This is an optimization exercise on Yosys and OpenROAD, whose aim is small area and a short achievable clock period, not a production implementation. In this exercise RTL edits were held to simulation tests only and were not proved equivalent to the original. Power and IR drop assume default switching activity.

==> inputs of v10 <==
Design ifft_tf_mult, start of the top module:
module ifft_tf_mult #(
  parameter int DW   = 16,
  parameter int TW   = 12,
  parameter bit CONJ = 1'b1
) (
  input  logic                 clk,
  input  logic                 rst,
  input  logic                 in_valid,
  input  logic                 in_sop,
  input  logic                 in_tw_en,
  input  logic signed [DW-1:0] in_real,
  input  logic signed [DW-1:0] in_imag,
  output logic [2:0]           tf_addr,
  input  logic signed [TW-1:0] tf_real,
  input  logic signed [TW-1:0] tf_imag,
  output logic                 out_valid,
  output logic                 out_sop,
  output logic signed [DW-1:0] out_real,
  output logic signed [DW-1:0] out_imag,
  output logic                 ovf
);
  logic [2:0] cnt_q, cnt_d;
  logic       use_unity;
  always_comb begin
    use_unity = !in_tw_en || in_sop;
    cnt_d     = cnt_q;
    if (in_valid) begin
      if (in_tw_en)
        cnt_d = (in_sop ? 3'd0 : cnt_q) + 3'd1;
      else if (in_sop)
        cnt_d = 3'd0;
    end
  end
  logic [11:0] tc, te;
  assign tc = use_unity ? 12'd1024 : tf_real;
  assign te = use_unity ? 12'd0 : tf_imag;
  logic        s1_valid_q, s1_sop_q;
  logic [15:0] s1_a_q, s1_b_q;
  logic [5:0]  s1_cn_q, s1_c1_q, s1_en_q, s1_e1_q;
  logic [4:0]  s1_c2_q, s1_e2_q;
  logic [5:0]  cn_d, c1_d, en_d, e1_d;
  logic [4:0]  c2_d, e2_d;
  assign cn_d[0] = tc[1];
  assign c1_d[0] = (tc[0] ^ 1'b0);
  assign c2_d[0] = ((tc[1] & ~tc[0] & ~1'b0) | (~tc[1] & tc[0] & 1'b0));
  assign cn_d[1] = tc[3];
  assign c1_d[1] = (tc[2] ^ tc[1]);
  assign c2_d[1] = ((tc[3] & ~tc[2] & ~tc[1]) | (~tc[3] & tc[2] & tc[1]));
  ...
export LEC_CHECK = 0
export CAP_MARGIN = 20
export CORE_MARGIN = 2
export CORE_UTILIZATION = 40
export SETUP_SLACK_MARGIN = 0
export SLEW_MARGIN = 20
export SYNTH_HIERARCHICAL = 1
export SYNTH_MINIMUM_KEEP_SIZE = 0
create_clock -name core_clock -period 6.5 [get_ports {clk}]
run.sh (not shown) runs the stock make flow with config.mk's settings and CLKGATE_MAP_FILE= SYNTH_SCRIPT=/design/flow/synth_recipe.tcl, a recipe that flattens the netlist after the stock synthesis.
==> v7: changes against v10 <==
--- a/flow/config.mk
+++ b/flow/config.mk
@@ -10,3 +10,3 @@
 export CORE_UTILIZATION = 40
-export SETUP_SLACK_MARGIN = 0
+export SETUP_SLACK_MARGIN = 3
 export SLEW_MARGIN = 20
==> comparison <==
Utilization: v7 is higher than v10 (1.3 points). Sequential power is about the same in v7 and v10. Total power: v10 is larger than v7 (3.5%). Of v10 and v7, v7 has the higher setup slack (gap 0.62 ns). Against v10, the count of clock-buffer cells in the layout of v7 is higher by 8. In synthesized cell count, v10 and v7 do not differ. Of v10 and v7, v10 has the higher critical path depth (gap 1).

---

==> inputs of run a <==
Another version of the RTL of ifft_tf_mult (not shown whole).
Settings: LEC_CHECK=0, CAP_MARGIN=20, CORE_MARGIN=2, CORE_UTILIZATION=55, CTS_BUF_LIST=sky130_fd_sc_hd__clkbuf_8, CTS_CLUSTER_DIAMETER=50, CTS_CLUSTER_SIZE=16, PLACE_DENSITY=0.7, SETUP_SLACK_MARGIN=4.0, SLEW_MARGIN=20, SYNTH_HIERARCHICAL=1, SYNTH_MINIMUM_KEEP_SIZE=0; clock period 6.5 ns.
standard.sh (not shown) runs the stock make flow with config.mk's settings and CLKGATE_MAP_FILE= SYNTH_SCRIPT=/design/flow/synth_recipe.tcl, a recipe that flattens the netlist after the stock synthesis.
==> flow/flow/run.sh <==
#!/bin/bash
# The standard layout, with the port buffers made of plain buf_2 cells instead of the
# delay-buffer cell buffer_ports picks by default. Every port still gets its own buffer.
set -euo pipefail
export BUFFER_PORTS_ARGS="-buffer_cell sky130_fd_sc_hd__buf_2"
bash standard.sh synth > synth.log 2>&1
bash standard.sh > layout.log 2>&1
==> run b: changes against run a <==
--- a/flow/design.v
+++ b/flow/design.v
@@ -1756,19 +1756,12 @@
     s3_re_b26_q <= re2s655;
     s3_re_a27_q <= re2c656;
     s3_re_b27_q <= s2_re_c27_0_q;
     s3_re_cy_q <= re_lowc_sum[10];
   end
-  wire [16:0] re_ls = {1'b0, s3_re_a24_q, s3_re_a23_q, s3_re_a22_q, s3_re_a21_q, s3_re_a20_q, s3_re_a19_q, s3_re_a18_q, s3_re_a17_q, s3_re_a16_q, s3_re_a15_q, s3_re_a14_q, s3_re_a13_q, s3_re_a12_q, s3_re_a11_q, s3_re_a10_q, 1'b1} + {1'b0, s3_re_b24_q, s3_re_b23_q, s3_re_b22_q, s3_re_b21_q, s3_re_b20_q, s3_re_b19_q, s3_re_b18_q, s3_re_b17_q, s3_re_b16_q, s3_re_b15_q, s3_re_b14_q, s3_re_b13_q, s3_re_b12_q, s3_re_b11_q, s3_re_b10_q, s3_re_cy_q};
-  wire [2:0] re_t0 = {s3_re_a27_q, s3_re_a26_q, s3_re_a25_q} + {s3_re_b27_q, s3_re_b26_q, s3_re_b25_q};
-  wire [2:0] re_t1 = {s3_re_a27_q, s3_re_a26_q, s3_re_a25_q} + {s3_re_b27_q, s3_re_b26_q, s3_re_b25_q} + 3'd1;
-  wire re_f0 = !(re_t0 == 3'b000 || re_t0 == 3'b111);
-  wire re_f1 = !(re_t1 == 3'b000 || re_t1 == 3'b111);
-  wire re_c15 = re_ls[16];
-  wire re_sat = re_c15 ? re_f1 : re_f0;
-  wire [2:0] re_top = re_c15 ? re_t1 : re_t0;
-  wire [15:0] re_fin = re_sat ? {re_top[2], {15{~re_top[2]}}} : {re_top[0], re_ls[15:1]};
+  wire [18:0] re_rsum = {s3_re_a27_q, s3_re_a26_q, s3_re_a25_q, s3_re_a24_q, s3_re_a23_q, s3_re_a22_q, s3_re_a21_q, s3_re_a20_q, s3_re_a19_q, s3_re_a18_q, s3_re_a17_q, s3_re_a16_q, s3_re_a15_q, s3_re_a14_q, s3_re_a13_q, s3_re_a12_q, s3_re_a11_q, s3_re_a10_q, 1'b1} + {s3_re_b27_q, s3_re_b26_q, s3_re_b25_q, s3_re_b24_q, s3_re_b23_q, s3_re_b22_q, s3_re_b21_q, s3_re_b20_q, s3_re_b19_q, s3_re_b18_q, s3_re_b17_q, s3_re_b16_q, s3_re_b15_q, s3_re_b14_q, s3_re_b13_q, s3_re_b12_q, s3_re_b11_q, s3_re_b10_q, s3_re_cy_q};
+  wire [17:0] re_rnd = re_rsum[18:1];
   wire im2s657, im2c658;
   ifft_tf_mult_ha u_im2s657 (.a(s2_im_c10_0_q), .b(s2_im_c10_1_q), .s(im2s657), .co(im2c658));
   wire im2s659, im2c660;
   ifft_tf_mult_ha u_im2s659 (.a(s2_im_c11_0_q), .b(s2_im_c11_1_q), .s(im2s659), .co(im2c660));
   wire im2s661, im2c662;
@@ -2010,29 +2003,28 @@
     s3_im_b26_q <= im2s823;
     s3_im_a27_q <= im2c824;
     s3_im_b27_q <= s2_im_c27_0_q;
     s3_im_cy_q <= im_lowc_sum[10];
   end
-  wire [16:0] im_ls = {1'b0, s3_im_a24_q, s3_im_a23_q, s3_im_a22_q, s3_im_a21_q, s3_im_a20_q, s3_im_a19_q, s3_im_a18_q, s3_im_a17_q, s3_im_a16_q, s3_im_a15_q, s3_im_a14_q, s3_im_a13_q, s3_im_a12_q, s3_im_a11_q, s3_im_a10_q, 1'b1} + {1'b0, s3_im_b24_q, s3_im_b23_q, s3_im_b22_q, s3_im_b21_q, s3_im_b20_q, s3_im_b19_q, s3_im_b18_q, s3_im_b17_q, s3_im_b16_q, s3_im_b15_q, s3_im_b14_q, s3_im_b13_q, s3_im_b12_q, s3_im_b11_q, s3_im_b10_q, s3_im_cy_q};
-  wire [2:0] im_t0 = {s3_im_a27_q, s3_im_a26_q, s3_im_a25_q} + {s3_im_b27_q, s3_im_b26_q, s3_im_b25_q};
-  wire [2:0] im_t1 = {s3_im_a27_q, s3_im_a26_q, s3_im_a25_q} + {s3_im_b27_q, s3_im_b26_q, s3_im_b25_q} + 3'd1;
-  wire im_f0 = !(im_t0 == 3'b000 || im_t0 == 3'b111);
-  wire im_f1 = !(im_t1 == 3'b000 || im_t1 == 3'b111);
-  wire im_c15 = im_ls[16];
-  wire im_sat = im_c15 ? im_f1 : im_f0;
-  wire [2:0] im_top = im_c15 ? im_t1 : im_t0;
-  wire [15:0] im_fin = im_sat ? {im_top[2], {15{~im_top[2]}}} : {im_top[0], im_ls[15:1]};
+  wire [18:0] im_rsum = {s3_im_a27_q, s3_im_a26_q, s3_im_a25_q, s3_im_a24_q, s3_im_a23_q, s3_im_a22_q, s3_im_a21_q, s3_im_a20_q, s3_im_a19_q, s3_im_a18_q, s3_im_a17_q, s3_im_a16_q, s3_im_a15_q, s3_im_a14_q, s3_im_a13_q, s3_im_a12_q, s3_im_a11_q, s3_im_a10_q, 1'b1} + {s3_im_b27_q, s3_im_b26_q, s3_im_b25_q, s3_im_b24_q, s3_im_b23_q, s3_im_b22_q, s3_im_b21_q, s3_im_b20_q, s3_im_b19_q, s3_im_b18_q, s3_im_b17_q, s3_im_b16_q, s3_im_b15_q, s3_im_b14_q, s3_im_b13_q, s3_im_b12_q, s3_im_b11_q, s3_im_b10_q, s3_im_cy_q};
+  wire [17:0] im_rnd = im_rsum[18:1];
   logic s3_valid_q, s3_sop_q;
   always_ff @(posedge clk or posedge rst) begin
     if (rst) begin
       s3_valid_q <= 1'b0;
       s3_sop_q   <= 1'b0;
     end else begin
       s3_valid_q <= s2_valid_q;
       s3_sop_q   <= s2_sop_q;
     end
   end
+  wire [17:0] s3_re_q = re_rnd;
+  wire [17:0] s3_im_q = im_rnd;
+  wire re_sat = !(s3_re_q[17:15] == 3'b000 || s3_re_q[17:15] == 3'b111);
+  wire im_sat = !(s3_im_q[17:15] == 3'b000 || s3_im_q[17:15] == 3'b111);
+  wire [15:0] re_fin = re_sat ? {s3_re_q[17], {15{~s3_re_q[17]}}} : s3_re_q[15:0];
+  wire [15:0] im_fin = im_sat ? {s3_im_q[17], {15{~s3_im_q[17]}}} : s3_im_q[15:0];
   wire        any_sat = re_sat | im_sat;
   logic        out_valid_q, out_sop_q, ovf_q;
   logic [15:0] out_real_q, out_imag_q;
   always_ff @(posedge clk or posedge rst) begin
     if (rst) begin
CORE_UTILIZATION = 40   (was 55)
PLACE_DENSITY = not set   (was 0.7)
SETUP_SLACK_MARGIN = 4.2   (was 4.0)
==> run c: changes against run a <==
--- a/flow/design.v
+++ b/flow/design.v
@@ -1756,19 +1756,12 @@
     s3_re_b26_q <= re2s655;
     s3_re_a27_q <= re2c656;
     s3_re_b27_q <= s2_re_c27_0_q;
     s3_re_cy_q <= re_lowc_sum[10];
   end
-  wire [16:0] re_ls = {1'b0, s3_re_a24_q, s3_re_a23_q, s3_re_a22_q, s3_re_a21_q, s3_re_a20_q, s3_re_a19_q, s3_re_a18_q, s3_re_a17_q, s3_re_a16_q, s3_re_a15_q, s3_re_a14_q, s3_re_a13_q, s3_re_a12_q, s3_re_a11_q, s3_re_a10_q, 1'b1} + {1'b0, s3_re_b24_q, s3_re_b23_q, s3_re_b22_q, s3_re_b21_q, s3_re_b20_q, s3_re_b19_q, s3_re_b18_q, s3_re_b17_q, s3_re_b16_q, s3_re_b15_q, s3_re_b14_q, s3_re_b13_q, s3_re_b12_q, s3_re_b11_q, s3_re_b10_q, s3_re_cy_q};
-  wire [2:0] re_t0 = {s3_re_a27_q, s3_re_a26_q, s3_re_a25_q} + {s3_re_b27_q, s3_re_b26_q, s3_re_b25_q};
-  wire [2:0] re_t1 = {s3_re_a27_q, s3_re_a26_q, s3_re_a25_q} + {s3_re_b27_q, s3_re_b26_q, s3_re_b25_q} + 3'd1;
-  wire re_f0 = !(re_t0 == 3'b000 || re_t0 == 3'b111);
-  wire re_f1 = !(re_t1 == 3'b000 || re_t1 == 3'b111);
-  wire re_c15 = re_ls[16];
-  wire re_sat = re_c15 ? re_f1 : re_f0;
-  wire [2:0] re_top = re_c15 ? re_t1 : re_t0;
-  wire [15:0] re_fin = re_sat ? {re_top[2], {15{~re_top[2]}}} : {re_top[0], re_ls[15:1]};
+  wire [18:0] re_rsum = {s3_re_a27_q, s3_re_a26_q, s3_re_a25_q, s3_re_a24_q, s3_re_a23_q, s3_re_a22_q, s3_re_a21_q, s3_re_a20_q, s3_re_a19_q, s3_re_a18_q, s3_re_a17_q, s3_re_a16_q, s3_re_a15_q, s3_re_a14_q, s3_re_a13_q, s3_re_a12_q, s3_re_a11_q, s3_re_a10_q, 1'b1} + {s3_re_b27_q, s3_re_b26_q, s3_re_b25_q, s3_re_b24_q, s3_re_b23_q, s3_re_b22_q, s3_re_b21_q, s3_re_b20_q, s3_re_b19_q, s3_re_b18_q, s3_re_b17_q, s3_re_b16_q, s3_re_b15_q, s3_re_b14_q, s3_re_b13_q, s3_re_b12_q, s3_re_b11_q, s3_re_b10_q, s3_re_cy_q};
+  wire [17:0] re_rnd = re_rsum[18:1];
   wire im2s657, im2c658;
   ifft_tf_mult_ha u_im2s657 (.a(s2_im_c10_0_q), .b(s2_im_c10_1_q), .s(im2s657), .co(im2c658));
   wire im2s659, im2c660;
   ifft_tf_mult_ha u_im2s659 (.a(s2_im_c11_0_q), .b(s2_im_c11_1_q), .s(im2s659), .co(im2c660));
   wire im2s661, im2c662;
@@ -2010,29 +2003,28 @@
     s3_im_b26_q <= im2s823;
     s3_im_a27_q <= im2c824;
     s3_im_b27_q <= s2_im_c27_0_q;
     s3_im_cy_q <= im_lowc_sum[10];
   end
-  wire [16:0] im_ls = {1'b0, s3_im_a24_q, s3_im_a23_q, s3_im_a22_q, s3_im_a21_q, s3_im_a20_q, s3_im_a19_q, s3_im_a18_q, s3_im_a17_q, s3_im_a16_q, s3_im_a15_q, s3_im_a14_q, s3_im_a13_q, s3_im_a12_q, s3_im_a11_q, s3_im_a10_q, 1'b1} + {1'b0, s3_im_b24_q, s3_im_b23_q, s3_im_b22_q, s3_im_b21_q, s3_im_b20_q, s3_im_b19_q, s3_im_b18_q, s3_im_b17_q, s3_im_b16_q, s3_im_b15_q, s3_im_b14_q, s3_im_b13_q, s3_im_b12_q, s3_im_b11_q, s3_im_b10_q, s3_im_cy_q};
-  wire [2:0] im_t0 = {s3_im_a27_q, s3_im_a26_q, s3_im_a25_q} + {s3_im_b27_q, s3_im_b26_q, s3_im_b25_q};
-  wire [2:0] im_t1 = {s3_im_a27_q, s3_im_a26_q, s3_im_a25_q} + {s3_im_b27_q, s3_im_b26_q, s3_im_b25_q} + 3'd1;
-  wire im_f0 = !(im_t0 == 3'b000 || im_t0 == 3'b111);
-  wire im_f1 = !(im_t1 == 3'b000 || im_t1 == 3'b111);
-  wire im_c15 = im_ls[16];
-  wire im_sat = im_c15 ? im_f1 : im_f0;
-  wire [2:0] im_top = im_c15 ? im_t1 : im_t0;
-  wire [15:0] im_fin = im_sat ? {im_top[2], {15{~im_top[2]}}} : {im_top[0], im_ls[15:1]};
+  wire [18:0] im_rsum = {s3_im_a27_q, s3_im_a26_q, s3_im_a25_q, s3_im_a24_q, s3_im_a23_q, s3_im_a22_q, s3_im_a21_q, s3_im_a20_q, s3_im_a19_q, s3_im_a18_q, s3_im_a17_q, s3_im_a16_q, s3_im_a15_q, s3_im_a14_q, s3_im_a13_q, s3_im_a12_q, s3_im_a11_q, s3_im_a10_q, 1'b1} + {s3_im_b27_q, s3_im_b26_q, s3_im_b25_q, s3_im_b24_q, s3_im_b23_q, s3_im_b22_q, s3_im_b21_q, s3_im_b20_q, s3_im_b19_q, s3_im_b18_q, s3_im_b17_q, s3_im_b16_q, s3_im_b15_q, s3_im_b14_q, s3_im_b13_q, s3_im_b12_q, s3_im_b11_q, s3_im_b10_q, s3_im_cy_q};
+  wire [17:0] im_rnd = im_rsum[18:1];
   logic s3_valid_q, s3_sop_q;
   always_ff @(posedge clk or posedge rst) begin
     if (rst) begin
       s3_valid_q <= 1'b0;
       s3_sop_q   <= 1'b0;
     end else begin
       s3_valid_q <= s2_valid_q;
       s3_sop_q   <= s2_sop_q;
     end
   end
+  wire [17:0] s3_re_q = re_rnd;
+  wire [17:0] s3_im_q = im_rnd;
+  wire re_sat = !(s3_re_q[17:15] == 3'b000 || s3_re_q[17:15] == 3'b111);
+  wire im_sat = !(s3_im_q[17:15] == 3'b000 || s3_im_q[17:15] == 3'b111);
+  wire [15:0] re_fin = re_sat ? {s3_re_q[17], {15{~s3_re_q[17]}}} : s3_re_q[15:0];
+  wire [15:0] im_fin = im_sat ? {s3_im_q[17], {15{~s3_im_q[17]}}} : s3_im_q[15:0];
   wire        any_sat = re_sat | im_sat;
   logic        out_valid_q, out_sop_q, ovf_q;
   logic [15:0] out_real_q, out_imag_q;
   always_ff @(posedge clk or posedge rst) begin
     if (rst) begin
CORE_UTILIZATION = 40   (was 55)
PLACE_DENSITY = not set   (was 0.7)
SETUP_SLACK_MARGIN = 3.8   (was 4.0)
==> run d: changes against run a <==
SLEW_MARGIN = 75   (was 20)
==> notes.md <==
synthesized-area fraction occupied by adder cells 0.304; synthesized instance count 2387; run status timing/DRC/antenna clean; area used by sequential logic in the layout 0.00881 mm2; number of global-route vias before repair 19600; mux contribution to synthesized area 0.000798; drt via density 5.64
That was run c.
==> notes.md <==
cells resized by post-CTS repair 55; synthesized-area fraction occupied by adder cells 0.310; number of global-route vias before repair 19500; mux contribution to synthesized area 0.00196; run status timing/DRC/antenna clean; library cells used by synthesis 60; Power Dens Cells 417 mW/mm2; final std cell area, no fill 0.0287 mm2; drt via density 6.14; combinational group share of total power 0.518; post-layout worst setup margin 3.96 ns
That was run a.
==> notes.md <==
run status timing/DRC/antenna clean; area used by sequential logic in the layout 0.00887 mm2; fraction of the mapped netlist area in compound gates 0.134; share of power burned in the clock network 0.160; mux contribution to synthesized area 0.000798; number of global-route vias before repair 20200; kind of launch point of the worst setup path flop; synthesized-area fraction occupied by adder cells 0.304; drt via density 5.64; worst path cell trace inv_2 > fa_2 > nor2b_4 > o31a_4 > o21bai_4 > buf_6 > a211oi_4 > nor3_4 > buf_6 > o21ai_4 > a21boi_4 > buf_6 > buf_12 > a21oi_1; synthesized instance count 2387; core region area 0.0659 mm2
That was run b.
==> notes.md <==
grt met1 use 0.388; worst setup slack before clock tree synthesis 3.45 ns; number of detailed-routing iterations run before antenna repair 6; mux contribution to synthesized area 0.00196; run status timing/DRC/antenna clean; antenna violation net count after detailed routing 0; comb pwr 6360 uW; drt via density 6.11; number of global-route vias before repair 19700; area used by sequential logic in the layout 0.00887 mm2; synthesized-area fraction occupied by adder cells 0.310
That was run d.

## separate check: timing with driven ports
The results above use ideal ports. As a check the final layouts listed here were re-extracted and re-timed, cells and wires unchanged. Step 1 sets driving cells, clkbuf_16 on the clock port and buf_2 on the other inputs (assumed; they add their load-dependent delay and slew). Step 2 moves the port delays by t, midway between the first and last clock arrival at a register: inputs arrive t later, outputs are due t later. That takes back most of the time a late clock gives input paths. Slacks: ideal / step 1 / step 2; pairs: ideal / step 1.
run	shift t [ns]	setup WS [ns]	hold WS [ns]
v10	0.600	2.392 / 2.392 / 2.392	0.348 / 0.348 / 0.348
v7	0.600	3.015 / 3.015 / 3.015	0.346 / 0.346 / 0.346
run a	0.705	3.963 / 3.933 / 3.946	0.338 / 0.338 / 0.338
run b	0.728	3.922 / 3.915 / 3.899	0.334 / 0.334 / 0.334
run c	0.718	3.734 / 3.734 / 3.734	0.334 / 0.334 / 0.334
run d	0.708	3.973 / 3.922 / 3.973	0.334 / 0.334 / 0.334
After both steps setup and hold are still met in every run listed. The setup slack of run b, which loses most, moves by -0.007 ns with the drivers and by -0.023 ns with both steps.
